What follows belongs to an exercise in optimizing a design on an open flow for small area, a short achievable clock period and few clock cycles per item; a production flow would make more cautious choices.
The RTL was checked by simulation tests, not by an equivalence proof against the original design.
Power is estimated from default activity; no workload was simulated.

==> design.v <==
`default_nettype none
package vsll_pkg;
  localparam int ADC_W = 12;
  localparam int REQ_W = 7;
  localparam int MV_W = 16;
  localparam int CC_W = 8;
  localparam int CNT_W = 16;
  localparam int CFG_IDX_W = 3;
  localparam int CFG_DATA_W = 16;
  localparam int ADC_FULL_SCALE = 4095;
  localparam logic [1:0] CLASS_LOW = 2'd0;
  localparam logic [1:0] CLASS_HIGH = 2'd1;
  localparam logic [1:0] CLASS_BAND = 2'd2;
  localparam logic [CFG_IDX_W-1:0] REG_LOW_THRESHOLD = 3'd0;
  localparam logic [CFG_IDX_W-1:0] REG_HIGH_THRESHOLD = 3'd1;
  localparam logic [CFG_IDX_W-1:0] REG_LIMIT_CEILING = 3'd2;
  localparam logic [CFG_IDX_W-1:0] REG_CONFIRM_CYCLES = 3'd3;
  localparam logic [CFG_IDX_W-1:0] REG_PAUSE_DOWN_INIT = 3'd4;
  localparam logic [CFG_IDX_W-1:0] REG_PAUSE_UP_LOW = 3'd5;
  localparam logic [CFG_IDX_W-1:0] REG_PAUSE_UP_HIGH = 3'd6;
  localparam logic [CFG_IDX_W-1:0] REG_MAX_NO_NOMINAL = 3'd7;
  localparam logic [MV_W-1:0] RST_LOW_THRESHOLD = 16'd11000;
  localparam logic [MV_W-1:0] RST_HIGH_THRESHOLD = 16'd13000;
  localparam logic [REQ_W-1:0] RST_LIMIT_CEILING = 7'd10;
  localparam logic [CC_W-1:0] RST_CONFIRM_CYCLES = 8'd4;
  localparam logic [CNT_W-1:0] RST_PAUSE_DOWN_INIT = 16'd10;
  localparam logic [CNT_W-1:0] RST_PAUSE_UP_LOW = 16'd50;
  localparam logic [CNT_W-1:0] RST_PAUSE_UP_HIGH = 16'd20;
  localparam logic [CNT_W-1:0] RST_MAX_NO_NOMINAL = 16'd1000;
  typedef struct packed {
    logic [ADC_W-1:0] adc_sample;
    logic [REQ_W-1:0] required_step;
  } in_item_t;
  typedef struct packed {
    logic [MV_W-1:0]  filtered_mv;
    logic [1:0]       level_class;
    logic [REQ_W-1:0] curr_limit;
    logic             limit_moved;
    logic             no_nominal_error;
    logic [CNT_W-1:0] error_total;
  } out_item_t;
  typedef struct packed {
    logic [MV_W-1:0]  low_threshold_mv;
    logic [MV_W-1:0]  high_threshold_mv;
    logic [REQ_W-1:0] limit_ceiling;
    logic [CC_W-1:0]  confirm_cycles;
    logic [CNT_W-1:0] pause_down_init;
    logic [CNT_W-1:0] pause_up_after_low;
    logic [CNT_W-1:0] pause_up_after_high;
    logic [CNT_W-1:0] max_no_nominal;
  } cfg_t;
  typedef struct packed {
    logic [1:0]       level_class;
    logic [REQ_W-1:0] curr_limit;
    logic             limit_moved;
    logic             no_nominal_error;
    logic [CNT_W-1:0] error_total;
  } lvl_res_t;
endpackage
`default_nettype wire
`default_nettype none
import vsll_pkg::*;
module voltage_sag_load_limiter #(
  parameter int AVG_DEPTH = 16,
  parameter int VREF_MV = 3300,
  parameter int DIVIDER_RATIO = 11
) (
  input  wire logic                            clk,
  input  wire logic                            rst,
  input  wire logic                            in_valid,
  output logic                                 in_stall,
  input  wire logic [18:0]                     in_data,
  output logic                                 out_valid,
  input  wire logic                            out_stall,
  output logic [42:0]                          out_data,
  input  wire logic                            cfg_we,
  input  wire logic [vsll_pkg::CFG_IDX_W-1:0]  cfg_index,
  input  wire logic [vsll_pkg::CFG_DATA_W-1:0] cfg_data
);
  logic [15:0] cfg_low, cfg_high, cfg_pdi, cfg_pul, cfg_puh, cfg_maxnn;
  logic [6:0]  cfg_ceil;
  logic [7:0]  cfg_cc;
  always_ff @(posedge clk) begin
    if (rst) begin
      cfg_low <= RST_LOW_THRESHOLD;
      cfg_high <= RST_HIGH_THRESHOLD;
      cfg_ceil <= RST_LIMIT_CEILING;
      cfg_cc <= RST_CONFIRM_CYCLES;
      cfg_pdi <= RST_PAUSE_DOWN_INIT;
      cfg_pul <= RST_PAUSE_UP_LOW;
      cfg_puh <= RST_PAUSE_UP_HIGH;
      cfg_maxnn <= RST_MAX_NO_NOMINAL;
    end else if (cfg_we) begin
      case (cfg_index)
        3'd0: cfg_low <= cfg_data;
        3'd1: cfg_high <= cfg_data;
        3'd2: cfg_ceil <= cfg_data[6:0];
        3'd3: cfg_cc <= cfg_data[7:0];
        3'd4: cfg_pdi <= cfg_data;
        3'd5: cfg_pul <= cfg_data;
        3'd6: cfg_puh <= cfg_data;
        default: cfg_maxnn <= cfg_data;
      endcase
    end
  end
  logic [6:0]  limit, prev_req;
  logic [7:0]  low_cnt, high_cnt;
  logic [15:0] raise_pause, lower_pause, nn_count, err_total;
  logic [15:0] mv_o;
  logic [1:0]  cls_o;
  logic        moved_o, nne_o;
  logic        err;
  logic aux_v;             
  logic v0, v1, v2, vq, v3;
  logic blocked, fire, load3;
  logic stall_q;           
  logic aux_v2;            
  assign in_stall = stall_q;
  assign blocked = out_valid && out_stall;
  assign fire = v3 && !blocked;
  assign load3 = !v3 || !blocked;
  always_ff @(posedge clk) begin
    if (rst) begin
      aux_v <= 1'b0;
      stall_q <= 1'b0;
      aux_v2 <= 1'b0;
      v0 <= 1'b0;
      vq <= 1'b0;
      v1 <= 1'b0;
      v2 <= 1'b0;
      v3 <= 1'b0;
      out_valid <= 1'b0;
    end else begin
      if (!aux_v) begin
        v0 <= in_valid;
        v1 <= v0;
        v2 <= v1;
        vq <= v2;
      end
      aux_v <= !load3 && (aux_v || vq);
      stall_q <= !load3 && (aux_v || vq);
      aux_v2 <= !load3 && (aux_v2 || vq);
      if (load3) v3 <= aux_v || vq;
      if (fire) out_valid <= 1'b1;
      else if (!out_stall) out_valid <= 1'b0;
    end
  end
  logic [11:0] w0;
  logic [6:0]  req0, req1, req2;
  always_ff @(posedge clk) begin
    if (!aux_v) begin
      w0 <= in_data[18:7];
      req0 <= in_data[6:0];
      req1 <= req0;
      req2 <= req1;
    end
  end
  logic [11:0] win [1:16];
  logic [4:0]  fill;
  logic [15:0] sum;
  logic        shift;
  assign shift = v0 && !aux_v;
  always_ff @(posedge clk) begin
    if (shift) begin
      win[1] <= w0;
      for (int i = 2; i <= 16; i++) win[i] <= win[i-1];
    end
  end
  always_ff @(posedge clk) begin
    if (rst) begin
      fill <= '0;
      sum <= '0;
    end else if (shift) begin
      if (!fill[4]) fill <= fill + 5'd1;
      sum <= sum + 16'(w0) - 16'(fill[4] ? win[16] : 12'd0);
    end
  end
  logic [11:0] avg;
  logic [21:0] p2;
  assign avg = sum[15:4];
  always_ff @(posedge clk) begin
    if (!aux_v) p2 <= (22'(avg) << 10) - (22'(avg) << 8) + (22'(avg) << 6) - (22'(avg) << 3)
                     + 22'(avg);
  end
  logic [11:0] ph;
  logic [11:0] pl;
  logic        pc;
  logic [11:0] qq;
  logic [6:0]  reqq;
  always_comb begin
    ph = p2[21:10];
    pl = {p2[9:0], 2'b00};
    pc = (13'(ph) + 13'(pl) + 13'd1) >= 13'd4096;
  end
  always_ff @(posedge clk) begin
    if (!aux_v) begin
      qq <= ph + 12'(pc);
      reqq <= req2;
    end
  end
  logic [15:0] mv3n;
  logic [17:0] m_s, m_c, lown, high18;
  logic [17:0] lo_s, lo_c, hi_s, hi_c, lo_d, hi_d;
  logic [15:0] mv3;
  logic        lt3, gt3;
  logic [6:0]  req3;
  logic        lt3n, gt3n;
  always_comb begin
    m_s = 18'(qq) ^ (18'(qq) << 1) ^ (18'(qq) << 3);
    m_c = ((18'(qq) & (18'(qq) << 1)) | (18'(qq) & (18'(qq) << 3))
          | ((18'(qq) << 1) & (18'(qq) << 3))) << 1;
    mv3n = 16'(m_s + m_c);
    lown = ~(18'(cfg_low));
    high18 = 18'(cfg_high);
    lo_s = m_s ^ m_c ^ lown;
    lo_c = ((m_s & m_c) | (m_s & lown) | (m_c & lown)) << 1;
    lo_d = lo_s + lo_c + 18'd1;
    lt3n = lo_d[17];
    hi_s = high18 ^ ~m_s ^ ~m_c;
    hi_c = ((high18 & ~m_s) | (high18 & ~m_c) | (~m_s & ~m_c)) << 1;
    hi_d = hi_s + hi_c + 18'd2;
    gt3n = hi_d[17];
  end
  logic [15:0] aux_mv;
  logic        aux_lt, aux_gt;
  logic [6:0]  aux_req;
  always_ff @(posedge clk) begin
    if (!aux_v) begin
      aux_mv <= mv3n;
      aux_lt <= lt3n;
      aux_gt <= gt3n;
      aux_req <= reqq;
    end
  end
  logic [6:0] req3n;
  logic [8:0] dA, dB, d3;
  logic [9:0] eA, eB, e3;
  logic       dz3, dm3, dp3;
  logic       use_a;
  always_comb begin
    req3n = aux_v2 ? aux_req : reqq;
    dA = 9'(req3n) - 9'(req3);
    dB = 9'(req3n) - 9'(prev_req);
    eA = 10'(req3n) - 10'(req3) - 10'(cfg_ceil);
    eB = 10'(req3n) - 10'(prev_req) - 10'(cfg_ceil);
  end
  always_ff @(posedge clk) begin
    if (load3) begin
      mv3 <= aux_v ? aux_mv : mv3n;
      lt3 <= aux_v ? aux_lt : lt3n;
      gt3 <= aux_v ? aux_gt : gt3n;
      req3 <= req3n;
      if (use_a) begin
        d3 <= dA;
        e3 <= eA;
      end else begin
        d3 <= dB;
        e3 <= eB;
      end
    end
  end
  logic        c_low, c_high;
  logic [15:0] rp, lp, et_inc;
  logic [7:0]  lc_n, hc_n;
  logic [15:0] rp_n, lp_n, nn_n;
  logic        up, down, hz, lim_nz;
  logic        nn_lt, nn_ge1, max_nz, max_le1, cmp_lt, cmp_ge1, cmp_ge2;
  logic [16:0] nn_gap;
  logic [9:0]  vm, v0c, vp, w;
  logic [6:0]  lm, l0, lp7, lim_n;
  logic        mm, m0, mp, moved;
  function automatic logic [7:0] clampm(input logic [9:0] v, input logic over, input logic eq,
                                        input logic [6:0] ceil, input logic [6:0] lim,
                                        input logic nz);
    logic [6:0] r;
    logic       m;
    if (v[9]) begin
      r = 7'd0;
      m = nz;
    end else if (over) begin
      r = ceil;
      m = (lim != ceil);
    end else begin
      r = v[6:0];
      m = !eq;
    end
    clampm = {m, r};
  endfunction
  always_comb begin
    c_low = lt3;
    c_high = !lt3 && gt3;
    rp = (raise_pause != 16'd0) ? raise_pause - 16'd1 : 16'd0;
    lp = (lower_pause != 16'd0) ? lower_pause - 16'd1 : 16'd0;
    lc_n = c_low ? ((low_cnt != 8'd0) ? low_cnt - 8'd1 : 8'd0) : cfg_cc;
    hc_n = c_high ? ((high_cnt != 8'd0) ? high_cnt - 8'd1 : 8'd0) : cfg_cc;
    lim_nz = (limit != 7'd0);
    up = c_low && (low_cnt[7:1] == 7'd0) && (raise_pause[15:1] == 15'd0) && (limit < cfg_ceil);
    hz = c_high && (high_cnt[7:1] == 7'd0);
    down = hz && (lower_pause[15:1] == 15'd0) && lim_nz;
    rp_n = (up || down) ? cfg_pdi : rp;
    lp_n = up ? cfg_pul : (down ? cfg_puh : lp);
    if (hz) nn_n = 16'd0;
    else if (nn_lt) nn_n = nn_count + 16'd1;
    else nn_n = nn_count;
    err = hz ? (cfg_maxnn == 16'd0) : nn_ge1;
    max_nz = (cfg_maxnn != 16'd0);
    max_le1 = (cfg_maxnn[15:1] == 15'd0);
    nn_gap = {1'b0, cfg_maxnn} - {1'b0, nn_count};
    cmp_lt = !nn_gap[16] && (nn_gap != 17'd0);
    cmp_ge1 = nn_gap[16] || (nn_gap[15:1] == 15'd0);
    cmp_ge2 = nn_gap[16] || (nn_gap[15:2] == 14'd0 && nn_gap[1:0] != 2'd3);
    et_inc = err_total + 16'd1;
    vm = 10'(limit) + {d3[8], d3} - 10'd1;
    v0c = 10'(limit) + {d3[8], d3};
    vp = 10'(limit) + {d3[8], d3} + 10'd1;
    dz3 = (d3 == 9'd0);
    dm3 = (d3 == 9'h1ff);
    dp3 = (d3 == 9'd1);
    w = 10'(limit) + e3;
    {mm, lm} = clampm(vm, !w[9] && (w[8:1] != 8'd0), dp3, cfg_ceil, limit, lim_nz);
    {m0, l0} = clampm(v0c, !w[9] && (w != 10'd0), dz3, cfg_ceil, limit, lim_nz);
    {mp, lp7} = clampm(vp, !w[9], dm3, cfg_ceil, limit, lim_nz);
    use_a = v3 && !err;
    lim_n = up ? lp7 : (down ? lm : l0);
    moved = up ? mp : (down ? mm : m0);
  end
  always_ff @(posedge clk) begin
    if (rst) begin
      limit <= 7'd0;
      prev_req <= RST_LIMIT_CEILING;
      low_cnt <= RST_CONFIRM_CYCLES;
      high_cnt <= RST_CONFIRM_CYCLES;
      raise_pause <= '0;
      lower_pause <= '0;
      nn_count <= '0;
      err_total <= '0;
    end else if (fire) begin
      limit <= lim_n;
      low_cnt <= lc_n;
      high_cnt <= hc_n;
      raise_pause <= rp_n;
      lower_pause <= lp_n;
      nn_count <= nn_n;
      if (err) err_total <= et_inc;
      else prev_req <= req3;
    end
  end
  always_ff @(posedge clk) begin
    if (fire) begin
      if (hz) begin
        nn_lt <= max_nz;
        nn_ge1 <= max_le1;
      end else if (nn_lt) begin
        nn_lt <= !nn_ge1;
        nn_ge1 <= cmp_ge2;
      end else begin
        nn_lt <= 1'b0;
        nn_ge1 <= 1'b1;
      end
    end else begin
      nn_lt <= cmp_lt;
      nn_ge1 <= cmp_ge1;
    end
  end
  always_ff @(posedge clk) begin
    if (fire) begin
      mv_o <= mv3;
      cls_o <= c_low ? CLASS_LOW : (c_high ? CLASS_HIGH : CLASS_BAND);
      moved_o <= moved;
      nne_o <= err;
    end
  end
  assign out_data = {mv_o, cls_o, limit, moved_o, nne_o, err_total};
endmodule
`default_nettype wire
==> flow/run.sh <==
#!/bin/bash
# Standard layout, with two changes to how it is made (the clock period and every constraint
# stay as given): every port still gets a buffer, but a plain buf_2 instead of the default
# delay cell, and the timing repair aims at a tighter setup target than the clock period.
set -euo pipefail
bash standard.sh SETUP_SLACK_MARGIN=7.2 'BUFFER_PORTS_ARGS=-buffer_cell sky130_fd_sc_hd__buf_2' finish > standard_flow.log 2>&1
==> standard.sh <==
#!/bin/bash
# synth_recipe.tcl (not shown) runs the flow's synth.tcl, then flattens the netlist and writes it again
# the make line also repeats each setting of config.mk as NAME=value (left out here)
make -C /OpenROAD-flow-scripts/flow DESIGN_CONFIG=/design/flow/config.mk WORK_HOME=/design/flow/orfs CLKGATE_MAP_FILE= SYNTH_SCRIPT=/design/flow/synth_recipe.tcl "${@:-finish}"
==> config.mk <==
export PLATFORM = sky130hd
export DESIGN_NAME = voltage_sag_load_limiter
export DESIGN_NICKNAME = voltage_sag_load_limiter
export VERILOG_FILES = /design/flow/design.v
export SDC_FILE = /design/flow/constraint.sdc
export NUM_CORES = 4
export LEC_CHECK = 0
export CAP_MARGIN = 20
export CORE_MARGIN = 2
export CORE_UTILIZATION = 55
export CTS_BUF_LIST = sky130_fd_sc_hd__clkbuf_8 sky130_fd_sc_hd__clkbuf_16
export CTS_CLUSTER_DIAMETER = 80
export CTS_CLUSTER_SIZE = 20
export PLACE_DENSITY = 0.7
export SLEW_MARGIN = 20
==> constraint.sdc <==
create_clock -name core_clock -period 11.0 [get_ports {clk}]
set_input_delay 2.2000 -clock core_clock [delete_from_list [all_inputs] [get_ports {clk}]]
set_output_delay 2.2000 -clock core_clock [all_outputs]
set_load 0.01 [all_outputs]
==> results.cfg <==
[timing]
skew_ns = 0.0343
fin_ws_ns = 7.17
rsz0062_at_grt = yes
finalSetupTns_ns = 0
fin_crit_sh_pct = 34.8
slew_headroom_pct = 30.8
setup_viol = 0
finalHoldViolCount = 0
fin_crit_ns = 3.83
slew_viol_final = 0
fmax_mhz = 261
tightest_slew_ns = 1.03

[synth]
netlist_area_um2 = 29200
yosysTopAreaCell = edfxtp_1
yosys.cell_count.top_type = nand2_1
seq_area_frac_synth_pct = 51.8
ys.warnings.count = 2
ys_types = 84
synth_nets = 3085
ys_top_cells_by_area = edfxtp_1 (34%), dfxtp_1 (17%), ha_1 (8.6%)
synth_area_per_cell_um2 = 10.6
synth_edf_count = 335
async_flop_share_pct = 0
netlist_instances = 2768
synth_top_flop_cell = edfxtp_1
yosysTopAreaCellShare_pct = 34.4
ys_ff_latch = 589
netlist_top_cells_count = nand2_1 (384), edfxtp_1 (335), dfxtp_1 (254)

[cts]
clockRootBuffer = clkbuf_16
cts-buffers-inserted = 37
clk_latency_ns = 0.60
cts.sinks = 589
clk_path_buf_depth = 3
htree_levels = 2
cts_tree = yes
cts.clk_slew.worst_paths_ns = 0.09

[critical_path]
r2r_cells = 15
crit_cells = 15
crit_path_end_kind = register
start_kind = register
crit_path_top_delay_cell = fa_1
slowest_delay_ns = 0.54
r2r_start = sum[4]
path_class = register to register
critPathBufInv = 2
crit_path_max_fanout = 4
cp_cell_sequence = clkinv_4, fa_1, inv_1, fa_1, fa_1, ha_4, a21oi_4, nor2_2, a21oi_2, a31oi_4, a211o_1, a21oi_2, o21bai_1, a21oi_2, xnor2_1
timing.rr.end = p2[21]
r2r_slack_ns = 7.17
crit_arrival_ns = 4.17
cp_top_family = adder cells
crit_required_ns = 11.35

[grt]
grt_pass1_vias = 19756
antenna_found_initial = 6
grt_overflow = 0
grt_max_degree = 119
track_usage_pct = 23.6
grt_pass1_wl_um = 103000

[die]
dieArea_um2 = 55000
start_util_pct = 55.6
coreArea_um2 = 52600
ios = 88
fp.dieW_um = 235
rows = 84
die_height_um = 235

[power]
clkPwrFrac_pct = 17.7
combPwrFrac_pct = 46.7
ir_worst_vdd_mv = 0.269
power_mw = 8.05
power.share.switching_pct = 37.1
powerDensity_nw_per_um2 = 249
leakage_nw = 12.7
power_frac_seq_pct = 35.6
p_switching_mw = 2.99
internal_power_mw = 5.07

[layout]
nNetsFinal = 3173
multi_input_area_um2 = 13300
syn2layout_area_growth_pct = 10.5
fillers = 4209
drive_gt1_share_pct = 11.4
fin_cells = 3575
regArea_um2 = 15200
post-route-util_pct = 61.5

[placement]
dp_hpwl_um = 44700
dpl_worst_slack_ns = 6.38
dp_cells = 3463
io_buffer_count = 87
place.gp.congestion = 0.883

[detailed_routing]
drtPass1Iterations = 5
drc = 0
drt-initial-drc-count = 1653
vias_per_cell = 5.76
routed_wl_um = 65400
ant_nets = 0
wl_per_cell_um = 18.3
vias = 20576

[min_path]
whs_path_depth = 0
worstHoldStart = win[1][0]
hold_end = win[2][0]
hold_class = register to register

[run_status]
status = complete, no violations

[flow_run]
cap_violations = 0
-- layout make-up --
| type | instances | share of cell area, % |
|---|---|---|
| clock buffer | 39 | 3.02 |
| clock inverter | 29 | 0.627 |
| inverter | 228 | 2.72 |
| antenna | 2 | 0.0155 |
| sequential | 589 | 47.0 |
| multi-input combinational | 1858 | 41.2 |
| timing repair buffer | 142 | 2.76 |
| tap | 688 | 2.66 |
-- metal layers --
| metal | part of all wire, % | routed length, um | track usage, % | vias up |
|---|---|---|---|---|
| met5 | 0.073 | 48 | 0 | - |
| met4 | 3.0 | 1940 | 7.88 | 8 |
| met3 | 4.7 | 3080 | 3.20 | 129 |
| met2 | 48 | 31700 | 40.4 | 482 |
| met1 | 44 | 28700 | 31.1 | 10059 |
| li1 | - | - | - | 9898 |
-- flip-flops by register name, indices dropped and copies added, names as in the netlist, 16 cells and up --
signal and flops:
aux_mv 16, cfg_high 16, cfg_low 16, cfg_maxnn 16, cfg_pdi 16, cfg_puh 16, cfg_pul 16, err_total 16
lower_pause 16, mv3 16, mv_o 16, nn_count 16, p2 22, raise_pause 16, sum 16, win 192
-- worst max path at each step --
stage,slack [ns],endpoint,start
after floorplan,7.20,e3[6],high_cnt[1]
after global placement,6.44,limit[5],out_stall
after detailed placement,6.38,limit[5],out_stall
after CTS,7.11,e3[7],high_cnt[1]
after global routing,7.00,e3[7],high_cnt[1]
final,7.17,p2[21],sum[4]
-- worst reg2reg max path: cells and delay by family, from the launching register on --
kind            cells  cell delay, ns
buf+inv             2            0.12
compound gates      7            1.22
fa+ha+maj           4            1.75
xor+xnor            1            0.09
flops               1            0.37
simple gates        1            0.06
-- what timing repair did --
| item | in CTS | in global routing |
|---|---|---|
| hold buffers | 0 | 0 |
| setup buffers | 23 | 19 |
| hold endpoints to repair | 0 | 0 |
| resized for setup | 53 | 62 |
| setup endpoints to repair | 36 | 36 |
| pin swaps | 31 | 37 |
-- power by group through the flow --
stage	Combinational (mW)	Clock [mW]	Sequential (mW)
after CTS	3.54	1.46	2.87
final	3.76	1.43	2.87
after floorplan	2.59	0	2.86
after detailed placement	3.36	0	2.93
after global placement	3.22	0	2.92
after global routing	4.27	1.54	2.90
-- cell usage in the layout (no fill, tap or decap), types with 25 or more instances in the layout --
cell type	synthesis	layout
edfxtp_1	335	335
o21ai_0	112	104
xnor2_1	75	73
nand3_1	73	71
nor3_1	54	48
fa_1	74	71
xor2_1	41	38
buf_2	9	86
nand4_1	25	25
ha_1	200	188
a21oi_1	218	205
clkbuf_16	0	39
nand2_1	384	380
dfxtp_1	254	237
buf_4	7	49
inv_1	227	235
nor2_1	193	187
mux2i_1	32	32
a211oi_1	37	35
-- logic make-up (layout without fill, tap and decap cells) --
| logic type | after synthesis | in the layout | synth area share (%) |
|---|---|---|---|
| buffers and inverters | 321 | 438 | 4.30 |
| xor gates and xnor gates | 116 | 116 | 3.48 |
| DFF | 589 | 589 | 51.8 |
| muxes | 47 | 47 | 1.67 |
| and+or+nand+nor | 886 | 886 | 13.8 |
| other | 0 | 2 | 0 |
| adders and majority gates | 274 | 274 | 13.6 |
| AOI/OAI and AO/OA | 535 | 535 | 11.3 |
-- through the flow --
stage                     hold WS (ns)  instance area [um2]
final                            0.412                32300
after global routing             0.421                32300
after CTS                        0.409                31900
after detailed placement         0.405                30300
after global placement           0.402                30300
after floorplan                  0.400                29300
Testbench counts, summed over its fixed seeds: cycles 8,192, items 8,000.

## separate check: timing with driven ports
How much do the figures lean on ideal ports? The routed layout below was timed once more, with nothing changed but the port constraints.
Step 1, drivers: a clkbuf_16 drives clk and a buf_2 each remaining input, both assumed.
Step 2 moves the port delays by t, midway between the first and last clock arrival at a register: inputs arrive t later, outputs are due t later. That takes back most of the time a late clock gives input paths.
a / b / c = no drivers / after step 1 / after step 2; a / b = the first two.
t (ns): 0.647
setup slack, ns: 7.173 / 7.173 / 6.732
clock arrival spread, ns: 0.039 / 0.039
After both steps this run still meets setup and hold. For this run, drivers alone change the setup slack by 0.000 ns; drivers and shift together by -0.441 ns.
